This is an optimization exercise on Yosys and OpenROAD, whose aim is small area, not a production implementation. Function was checked by simulation only, so behaviour that the tests miss may differ from the original. No activity file was given, so power comes from the tool's default toggle rates.

[design/flow/design.v]
`timescale 1ns/1ps
module tlb_lookup_stage #(
    parameter int TLB_ENTRIES = 8,
    localparam int IDX_W = $clog2(TLB_ENTRIES)
) (
    input  logic             clk,
    input  logic             rst,
    input  logic             flush,
    input  logic             req_valid,
    input  logic [3:0]       req_op,
    input  logic [31:0]      req_vaddr,
    input  logic [31:0]      req_rt_data,
    input  logic             tlb_we,
    input  logic [IDX_W-1:0] tlb_idx,
    input  logic [41:0]      tlb_wentry,    
    output logic             res_valid,
    output logic [3:0]       res_op,
    output logic [31:0]      res_vaddr,
    output logic [31:0]      res_rt_data,
    output logic             res_found,
    output logic             res_v,
    output logic             res_d,
    output logic [19:0]      res_pfn
);
    logic [TLB_ENTRIES-1:0][41:0] tlb_q;
    logic        hit;
    logic [41:0] hit_entry;
    always_ff @(posedge clk) begin
        if (rst) begin
            tlb_q <= '0;
        end else if (tlb_we) begin
            tlb_q[tlb_idx] <= tlb_wentry;
        end
    end
    always_comb begin
        hit       = 1'b0;
        hit_entry = '0;
        for (int i = TLB_ENTRIES - 1; i >= 0; i--) begin
            if (tlb_q[i][41:22] == req_vaddr[31:12]) begin
                hit       = 1'b1;
                hit_entry = tlb_q[i];
            end
        end
    end
    always_ff @(posedge clk) begin
        if (rst) begin
            res_valid <= 1'b0;
        end else begin
            res_valid <= req_valid & ~flush;
        end
    end
    always_ff @(posedge clk) begin
        res_op      <= req_op;
        res_vaddr   <= req_vaddr;
        res_rt_data <= req_rt_data;
        res_found   <= hit;
        res_v       <= hit_entry[1];
        res_d       <= hit_entry[0];
        res_pfn     <= hit_entry[21:2];
    end
endmodule
`timescale 1ns/1ps
module access_check_stage (
    input  logic        clk,
    input  logic        rst,
    input  logic        flush,
    input  logic        res_valid,
    input  logic [3:0]  res_op,
    input  logic [31:0] res_vaddr,
    input  logic [31:0] res_rt_data,
    input  logic        res_found,
    input  logic        res_v,
    input  logic        res_d,
    input  logic [19:0] res_pfn,
    output logic        acc_valid,
    output logic [3:0]  acc_op,
    output logic [31:0] acc_paddr,
    output logic        acc_uncached,
    output logic [31:0] acc_rt_data,
    output logic        acc_exc,
    output logic [4:0]  acc_exc_code,
    output logic        acc_refill,
    output logic [31:0] acc_badvaddr
);
    localparam logic [3:0] OP_LB  = 4'd0;
    localparam logic [3:0] OP_LBU = 4'd1;
    localparam logic [3:0] OP_LH  = 4'd2;
    localparam logic [3:0] OP_LHU = 4'd3;
    localparam logic [3:0] OP_LW  = 4'd4;
    localparam logic [3:0] OP_SB  = 4'd5;
    localparam logic [3:0] OP_SH  = 4'd6;
    localparam logic [3:0] OP_SW  = 4'd7;
    localparam logic [3:0] OP_SWL = 4'd8;
    localparam logic [3:0] OP_SWR = 4'd9;
    localparam logic [4:0] EXC_NONE = 5'd0;
    localparam logic [4:0] EXC_MOD  = 5'd1;
    localparam logic [4:0] EXC_TLBL = 5'd2;
    localparam logic [4:0] EXC_TLBS = 5'd3;
    localparam logic [4:0] EXC_ADEL = 5'd4;
    localparam logic [4:0] EXC_ADES = 5'd5;
    logic        unmapped;
    logic        store;
    logic        misaligned;
    logic [31:0] paddr_map;
    logic        exc_n;
    logic [4:0]  exc_code_n;
    logic        refill_n;
    assign unmapped  = (res_vaddr[31:30] == 2'b10);
    assign store     = (res_op == OP_SB) || (res_op == OP_SH) || (res_op == OP_SW) ||
                       (res_op == OP_SWL) || (res_op == OP_SWR);
    assign paddr_map = unmapped ? {3'b000, res_vaddr[28:0]}
                                : {res_pfn, res_vaddr[11:0]};
    always_comb begin
        misaligned = 1'b0;
        case (res_op)
            OP_LW, OP_SW:         misaligned = (res_vaddr[1:0] != 2'b00);
            OP_LH, OP_LHU, OP_SH: misaligned = res_vaddr[0];
            default:              misaligned = 1'b0;    
        endcase
    end
    always_comb begin
        exc_n      = 1'b1;
        exc_code_n = EXC_NONE;
        refill_n   = 1'b0;
        if (misaligned) begin
            exc_code_n = store ? EXC_ADES : EXC_ADEL;
        end else if (!unmapped && (!res_found || !res_v)) begin
            exc_code_n = store ? EXC_TLBS : EXC_TLBL;
            refill_n   = ~res_found;
        end else if (!unmapped && store && !res_d) begin
            exc_code_n = EXC_MOD;
        end else begin
            exc_n = 1'b0;
        end
    end
    always_ff @(posedge clk) begin
        if (rst) begin
            acc_valid <= 1'b0;
        end else begin
            acc_valid <= res_valid & ~flush;
        end
    end
    always_ff @(posedge clk) begin
        acc_op       <= res_op;
        acc_rt_data  <= res_rt_data;
        acc_uncached <= unmapped & res_vaddr[29];    
        acc_exc      <= exc_n;
        acc_exc_code <= exc_code_n;
        acc_refill   <= refill_n;
        acc_paddr    <= exc_n ? 32'h0 : paddr_map;
        acc_badvaddr <= exc_n ? res_vaddr : 32'h0;
    end
endmodule
`timescale 1ns/1ps
module store_lane_stage (
    input  logic        clk,
    input  logic        rst,
    input  logic        flush,
    input  logic        acc_valid,
    input  logic [3:0]  acc_op,
    input  logic [31:0] acc_paddr,
    input  logic        acc_uncached,
    input  logic [31:0] acc_rt_data,
    input  logic        acc_exc,
    input  logic [4:0]  acc_exc_code,
    input  logic        acc_refill,
    input  logic [31:0] acc_badvaddr,
    output logic        out_valid,
    output logic [31:0] out_paddr,
    output logic        out_uncached,
    output logic [3:0]  out_wstrb,
    output logic [31:0] out_wdata,
    output logic        out_exc,
    output logic [4:0]  out_exc_code,
    output logic        out_refill,
    output logic [31:0] out_badvaddr
);
    localparam logic [3:0] OP_SB  = 4'd5;
    localparam logic [3:0] OP_SH  = 4'd6;
    localparam logic [3:0] OP_SW  = 4'd7;
    localparam logic [3:0] OP_SWL = 4'd8;
    localparam logic [3:0] OP_SWR = 4'd9;
    logic [1:0]  off;
    logic [31:0] rt;
    logic        store;
    logic [3:0]  wstrb_n;
    logic [31:0] wdata_n;
    assign off   = acc_paddr[1:0];
    assign rt    = acc_rt_data;
    assign store = (acc_op == OP_SB) || (acc_op == OP_SH) || (acc_op == OP_SW) ||
                   (acc_op == OP_SWL) || (acc_op == OP_SWR);
    always_comb begin
        wstrb_n = 4'b0000;
        wdata_n = rt;    
        if (store && !acc_exc) begin
            case (acc_op)
                OP_SB: begin
                    wstrb_n = 4'b0001 << off;
                    wdata_n = {4{rt[7:0]}};
                end
                OP_SH: begin
                    wstrb_n = off[1] ? 4'b1100 : 4'b0011;
                    wdata_n = {2{rt[15:0]}};
                end
                OP_SWL: begin
                    case (off)
                        2'd0:    begin wstrb_n = 4'b0001; wdata_n = {4{rt[31:24]}}; end
                        2'd1:    begin wstrb_n = 4'b0011; wdata_n = {2{rt[31:16]}}; end
                        2'd2:    begin wstrb_n = 4'b0111; wdata_n = {8'h00, rt[31:8]}; end
                        default: wstrb_n = 4'b1111;
                    endcase
                end
                OP_SWR: begin
                    case (off)
                        2'd1:    begin wstrb_n = 4'b1110; wdata_n = {rt[23:0], 8'h00}; end
                        2'd2:    begin wstrb_n = 4'b1100; wdata_n = {2{rt[15:0]}}; end
                        2'd3:    begin wstrb_n = 4'b1000; wdata_n = {4{rt[7:0]}}; end
                        default: wstrb_n = 4'b1111;
                    endcase
                end
                default: wstrb_n = 4'b1111;    
            endcase
        end
    end
    always_ff @(posedge clk) begin
        if (rst) begin
            out_valid <= 1'b0;
        end else begin
            out_valid <= acc_valid & ~flush;
        end
    end
    always_ff @(posedge clk) begin
        out_paddr    <= acc_paddr;
        out_uncached <= acc_uncached;
        out_wstrb    <= wstrb_n;
        out_wdata    <= wdata_n;
        out_exc      <= acc_exc;
        out_exc_code <= acc_exc_code;
        out_refill   <= acc_refill;
        out_badvaddr <= acc_badvaddr;
    end
endmodule
`timescale 1ns/1ps
module mem_xlate_top
#(
    parameter int TLB_ENTRIES = 8,
    localparam int IDX_W = $clog2(TLB_ENTRIES)
) (
    input  logic             clk,
    input  logic             rst,
    input  logic             flush,
    input  logic             req_valid,
    input  logic [3:0]       req_op,         
    input  logic [31:0]      req_vaddr,
    input  logic [31:0]      req_rt_data,
    input  logic             tlb_we,
    input  logic [IDX_W-1:0] tlb_idx,
    input  logic [41:0]      tlb_wentry,     
    output logic             out_valid,
    output logic [31:0]      out_paddr,
    output logic             out_uncached,
    output logic [3:0]       out_wstrb,
    output logic [31:0]      out_wdata,
    output logic             out_exc,
    output logic [4:0]       out_exc_code,
    output logic             out_refill,
    output logic [31:0]      out_badvaddr
);
    logic        res_valid;
    logic [3:0]  res_op;
    logic [31:0] res_vaddr;
    logic [31:0] res_rt_data;
    logic        res_found;
    logic        res_v;
    logic        res_d;
    logic [19:0] res_pfn;
    logic        acc_valid;
    logic [3:0]  acc_op;
    logic [31:0] acc_paddr;
    logic        acc_uncached;
    logic [31:0] acc_rt_data;
    logic        acc_exc;
    logic [4:0]  acc_exc_code;
    logic        acc_refill;
    logic [31:0] acc_badvaddr;
    tlb_lookup_stage #(
        .TLB_ENTRIES(TLB_ENTRIES)
    ) u_lookup (
        .clk         (clk),
        .rst         (rst),
        .flush       (flush),
        .req_valid   (req_valid),
        .req_op      (req_op),
        .req_vaddr   (req_vaddr),
        .req_rt_data (req_rt_data),
        .tlb_we      (tlb_we),
        .tlb_idx     (tlb_idx),
        .tlb_wentry  (tlb_wentry),
        .res_valid   (res_valid),
        .res_op      (res_op),
        .res_vaddr   (res_vaddr),
        .res_rt_data (res_rt_data),
        .res_found   (res_found),
        .res_v       (res_v),
        .res_d       (res_d),
        .res_pfn     (res_pfn)
    );
    access_check_stage u_check (
        .clk          (clk),
        .rst          (rst),
        .flush        (flush),
        .res_valid    (res_valid),
        .res_op       (res_op),
        .res_vaddr    (res_vaddr),
        .res_rt_data  (res_rt_data),
        .res_found    (res_found),
        .res_v        (res_v),
        .res_d        (res_d),
        .res_pfn      (res_pfn),
        .acc_valid    (acc_valid),
        .acc_op       (acc_op),
        .acc_paddr    (acc_paddr),
        .acc_uncached (acc_uncached),
        .acc_rt_data  (acc_rt_data),
        .acc_exc      (acc_exc),
        .acc_exc_code (acc_exc_code),
        .acc_refill   (acc_refill),
        .acc_badvaddr (acc_badvaddr)
    );
    store_lane_stage u_lane (
        .clk          (clk),
        .rst          (rst),
        .flush        (flush),
        .acc_valid    (acc_valid),
        .acc_op       (acc_op),
        .acc_paddr    (acc_paddr),
        .acc_uncached (acc_uncached),
        .acc_rt_data  (acc_rt_data),
        .acc_exc      (acc_exc),
        .acc_exc_code (acc_exc_code),
        .acc_refill   (acc_refill),
        .acc_badvaddr (acc_badvaddr),
        .out_valid    (out_valid),
        .out_paddr    (out_paddr),
        .out_uncached (out_uncached),
        .out_wstrb    (out_wstrb),
        .out_wdata    (out_wdata),
        .out_exc      (out_exc),
        .out_exc_code (out_exc_code),
        .out_refill   (out_refill),
        .out_badvaddr (out_badvaddr)
    );
endmodule
[design/flow/run.sh]
#!/bin/bash
# synth_recipe.tcl (not shown) runs the flow's synth.tcl, then flattens the netlist and writes it again
# the make line also repeats each setting of config.mk as NAME=value (left out here)
make -C /OpenROAD-flow-scripts/flow DESIGN_CONFIG=/design/flow/config.mk WORK_HOME=/design/flow/orfs CLKGATE_MAP_FILE= SYNTH_SCRIPT=/design/flow/synth_recipe.tcl finish
[design/flow/constraint.sdc]
create_clock -name core_clock -period 5.5 [get_ports {clk}]
set_input_delay 1.1000 -clock core_clock [delete_from_list [all_inputs] [get_ports {clk}]]
set_output_delay 1.1000 -clock core_clock [all_outputs]
set_load 0.01 [all_outputs]
[design/flow/config.mk]
export PLATFORM = sky130hd
export DESIGN_NAME = mem_xlate_top
export DESIGN_NICKNAME = mem_xlate_top
export VERILOG_FILES = /design/flow/design.v
export SDC_FILE = /design/flow/constraint.sdc
export NUM_CORES = 4
export LEC_CHECK = 0
export CAP_MARGIN = 20
export CORE_MARGIN = 2
export CORE_UTILIZATION = 40
export SLEW_MARGIN = 20
==> run summary <==
-- cells in the mapped netlist (43+ instances only) --
cell type | instances | area [um^2]
mux4_2 | 48 | 1081
o21ai_0 | 141 | 705.7
buf_2 | 57 | 285.3
xor2_1 | 80 | 700.7
dfxtp_1 | 642 | 12850
nor3_1 | 65 | 325.3
nand3_1 | 93 | 465.5
xnor2_1 | 81 | 709.4
o32ai_1 | 168 | 1471
clkbuf_1 | 178 | 668.1
inv_1 | 184 | 690.7
nor2_1 | 287 | 1077
a21oi_1 | 185 | 925.9
mux2i_1 | 64 | 640.6
and2_1 | 65 | 406.6
a22oi_1 | 139 | 1044
nand2_1 | 305 | 1145
a31oi_1 | 43 | 269.0
-- state kept, by name, summed over array words and instances (netlist names), 3 cells and up --
| signal | count |
|---|---|
| u_lookup.tlb_q | 336 |
| u_lookup.res_op | 4 |
| u_lane.out_badvaddr | 32 |
| u_check.acc_exc_code | 3 |
| u_check.acc_badvaddr | 32 |
| u_check.acc_paddr | 32 |
| u_check.acc_op | 4 |
| u_lookup.res_rt_data | 32 |
| u_lane.out_wdata | 32 |
| u_lane.out_wstrb | 4 |
| u_lane.out_paddr | 32 |
| u_lookup.res_vaddr | 32 |
| u_check.acc_rt_data | 32 |
| u_lane.out_exc_code | 3 |
| u_lookup.res_pfn | 20 |
-- kinds of logic (layout without fill, tap and decap cells) --
family / count (synthesis) / in the layout / share of synthesized area [%]
and+or+nand+nor: 1008 / 1008 / 15.82
AOI/OAI and AO/OA: 993 / 993 / 23.26
DFF: 642 / 642 / 42.47
buffers and inverters: 460 / 889 / 6.404
xor gates and xnor gates: 162 / 162 / 4.713
muxes: 145 / 145 / 6.917
adders and majority gates: 10 / 10 / 0.4134
other: 1 / 9 / 0.01239
-- cell type report --
type / instances / share of cell area [%]
flip-flops and latches: 642 / 33.90
inverters: 186 / 1.842
clock inverters: 35 / 1.469
diodes: 7 / 0.04621
multi-input cells: 2320 / 41.02
well taps: 969 / 3.198
clock buffers: 91 / 5.146
repair buffers: 577 / 13.37
-- routing by layer --
layer	up-vias	wire [um]	part of all wire, %
met2	2065	65380	41
met5	-	114	0.072
met1	14630	62120	39
met4	10	12270	7.8
met3	539	17780	11
li1	13230	-	-
-- where the power goes --
| group | internal, mW | switching, mW |
|---|---|---|
| Combinational | 1.19 | 2.40 |
| Clock | 3.05 | 2.07 |
| Sequential | 4.88 | 0.161 |
| Total | 9.13 | 4.63 |
-- cell usage in the layout (no fill, tap or decap), types with 80 or more instances in the layout --
cell / n
a21oi_1: 184
a22oi_1: 139
buf_4: 340
clkdlybuf4s50_1: 222
dfxtp_1: 642
inv_1: 183
nand2_1: 305
nand3_1: 93
nor2_1: 285
o21ai_0: 140
o32ai_1: 168
xnor2_1: 80
xor2_1: 80
-- final timing paths --
| kind | startpoint | endpoint | slack [ns] | cells past startpoint |
|---|---|---|---|---|
| worst max-delay path | tlb_idx[2] | u_lookup.tlb_q[268] | 0.35 | 16 |
| worst min-delay path | u_check.acc_paddr[22] | u_lane.out_paddr[22] | 0.32 | 0 |
| worst max register to register | u_lookup.tlb_q[152] | u_lookup.res_pfn[2] | 2.01 | 9 |
| worst min register to register | u_check.acc_paddr[22] | u_lane.out_paddr[22] | 0.32 | 0 |
-- metrics by stage --
stage | setup slack (ns) | instances | total power [mW] | cell area (um^2) | hold WS [ns]
5_1_grt | 0.3204 | 4820 | 14.00 | 37890 | 0.3242
3_5_place_dp | -0.03477 | 4694 | 8.522 | 35380 | 0.3121
3_3_place_gp | -0.02520 | 4694 | 8.546 | 35380 | 0.3095
4_1_cts | 0.6049 | 4820 | 13.59 | 37890 | 0.3113
2_1_floorplan | 0.7854 | 3422 | 6.635 | 30270 | 0.3096
6_report | 0.3529 | 4827 | 13.76 | 37910 | 0.3157
==> reports/metrics.cfg <==
[outcome]
status = finished clean

[clocking]
clockBufferDepth = 3
cts_max_level = 3
clk_pin_slew_worst_paths_ns = 0.06
holdBufCountCts = 0
root_buffer = clkbuf_16
cts_setup_buffers = 0
cts_tree = yes
numCtsBuffers = 69
clk_latency_ns = 0.64
cts.sink_count = 642
ctsResizeCount = 0

[global_routing]
use_met2_pct = 57.97
grt_first_pass_wirelength_um = 219100
use_met1_pct = 51.07
antenna_found_initial = 7
overflow = 0
grt.met3_usage_pct = 10.14
grt_max_degree = 84
grtUsageTotal_pct = 39.51
busiest_layer = met2
grt_pass1_vias = 28520

[timing]
fin_crit_sh_pct = 93.58
slew_headroom_pct = 23.69
setup_tns_ns = 0
finalHoldViolCount = 0
setup_viol = 0
finalClockSkew_ns = 0.04420
max_freq_mhz = 194.3
drv_slew = 0
rsz0062_at_grt = false
min_period_ns = 5.147
worst_pin_slew_ns = 1.142

[logic_synthesis]
synth-edff-count = 0
ys_types = 99
ys.warnings.count = 3
ys_ff_latch = 642
synthArstFlopShare_pct = 0
synthesis.area_mm2 = 0.03026
synth-seq-area-share_pct = 42.47
synth_ff_type = dfxtp_1
netlist_instances = 3421
synth_area_per_cell_um2 = 8.847

[drt]
drc_errors = 0
num_vias = 30480
antenna_left = 0
wire_per_inst_um = 32.66
drt-initial-drc-count = 4626
viasPerCell = 6.314
routed_wl_um = 157700
dr.pass1.iters = 6

[setup_path]
critPathKind = input port to register
endpoint_kind = register
cp-start-kind = input port
slowest_delay_ns = 0.66
worst-path-buf-inv = 4
crit_top_cell = ha_1
crit_family = simple AND/OR/NAND/NOR gates
worst_ep_arrival_time_ns = 5.63
required_ns = 5.98
cp_slowest_cell = nor2_1
cp_max_fo = 8
cp_cell_sequence = clkdlybuf4s50_1 -> ha_1 -> ha_1 -> ha_1 -> or4_1 -> nor2_1 -> ha_1 -> buf_4 -> a21oi_1 -> buf_4 -> nand4_1 -> nor2_1 -> buf_4 -> a32oi_1 -> a22oi_1 -> a21oi_1

[cells_and_area]
fillCellCount = 7046
final_nets = 3924
fin_util_pct = 50.75
multiInputGateArea_mm2 = 0.01555
drive_gt1_share_pct = 16.41
synthToLayoutAreaGrowth_pct = 25.26
regArea_mm2 = 0.01285

[die]
pin_count = 227
core_area_mm2 = 0.07470
die_h_um = 279.1
start_util_pct = 40.52
rows = 100
dieArea_mm2 = 0.07788
die_x_um = 279.1

[place]
io_buffers = 224
routabilityCongestion = 1.124
place_hpwl_um = 121400

[min_path]
min_path_type = register to register

[power]
p_per_area_mw_per_mm2 = 363.0
p_leak_nw = 14.04
ir_worst_vdd_mv = 0.2079

[job]
cap_violations = 0

## static timing again, ports no longer ideal
The results above use ideal ports. As a check the final layout listed here was re-extracted and re-timed, cells and wires unchanged. Step 1 sets driving cells, clkbuf_16 on the clock port and buf_2 on the other inputs (assumed; they add their load-dependent delay and slew). Step 2, shift: input delay + t, output delay - t, t = (earliest + latest rising clock arrival at the registers) / 2. This alone moves slack from input paths to output paths. a / b / c = ideal / step 1 / step 2; a / b = the first two.
shift t [ns]: 0.690
setup WS [ns]: 0.353 / 0.403 / -0.286
worst setup path at the end: input to register
worst register clock-pin slew, ns: 0.07 / 0.07
cell pins on the clock port's net: 1
Met with ideal ports but missed after step 2: setup timing in this run. For this run, drivers alone change the setup slack by +0.050 ns; drivers and shift together by -0.639 ns.
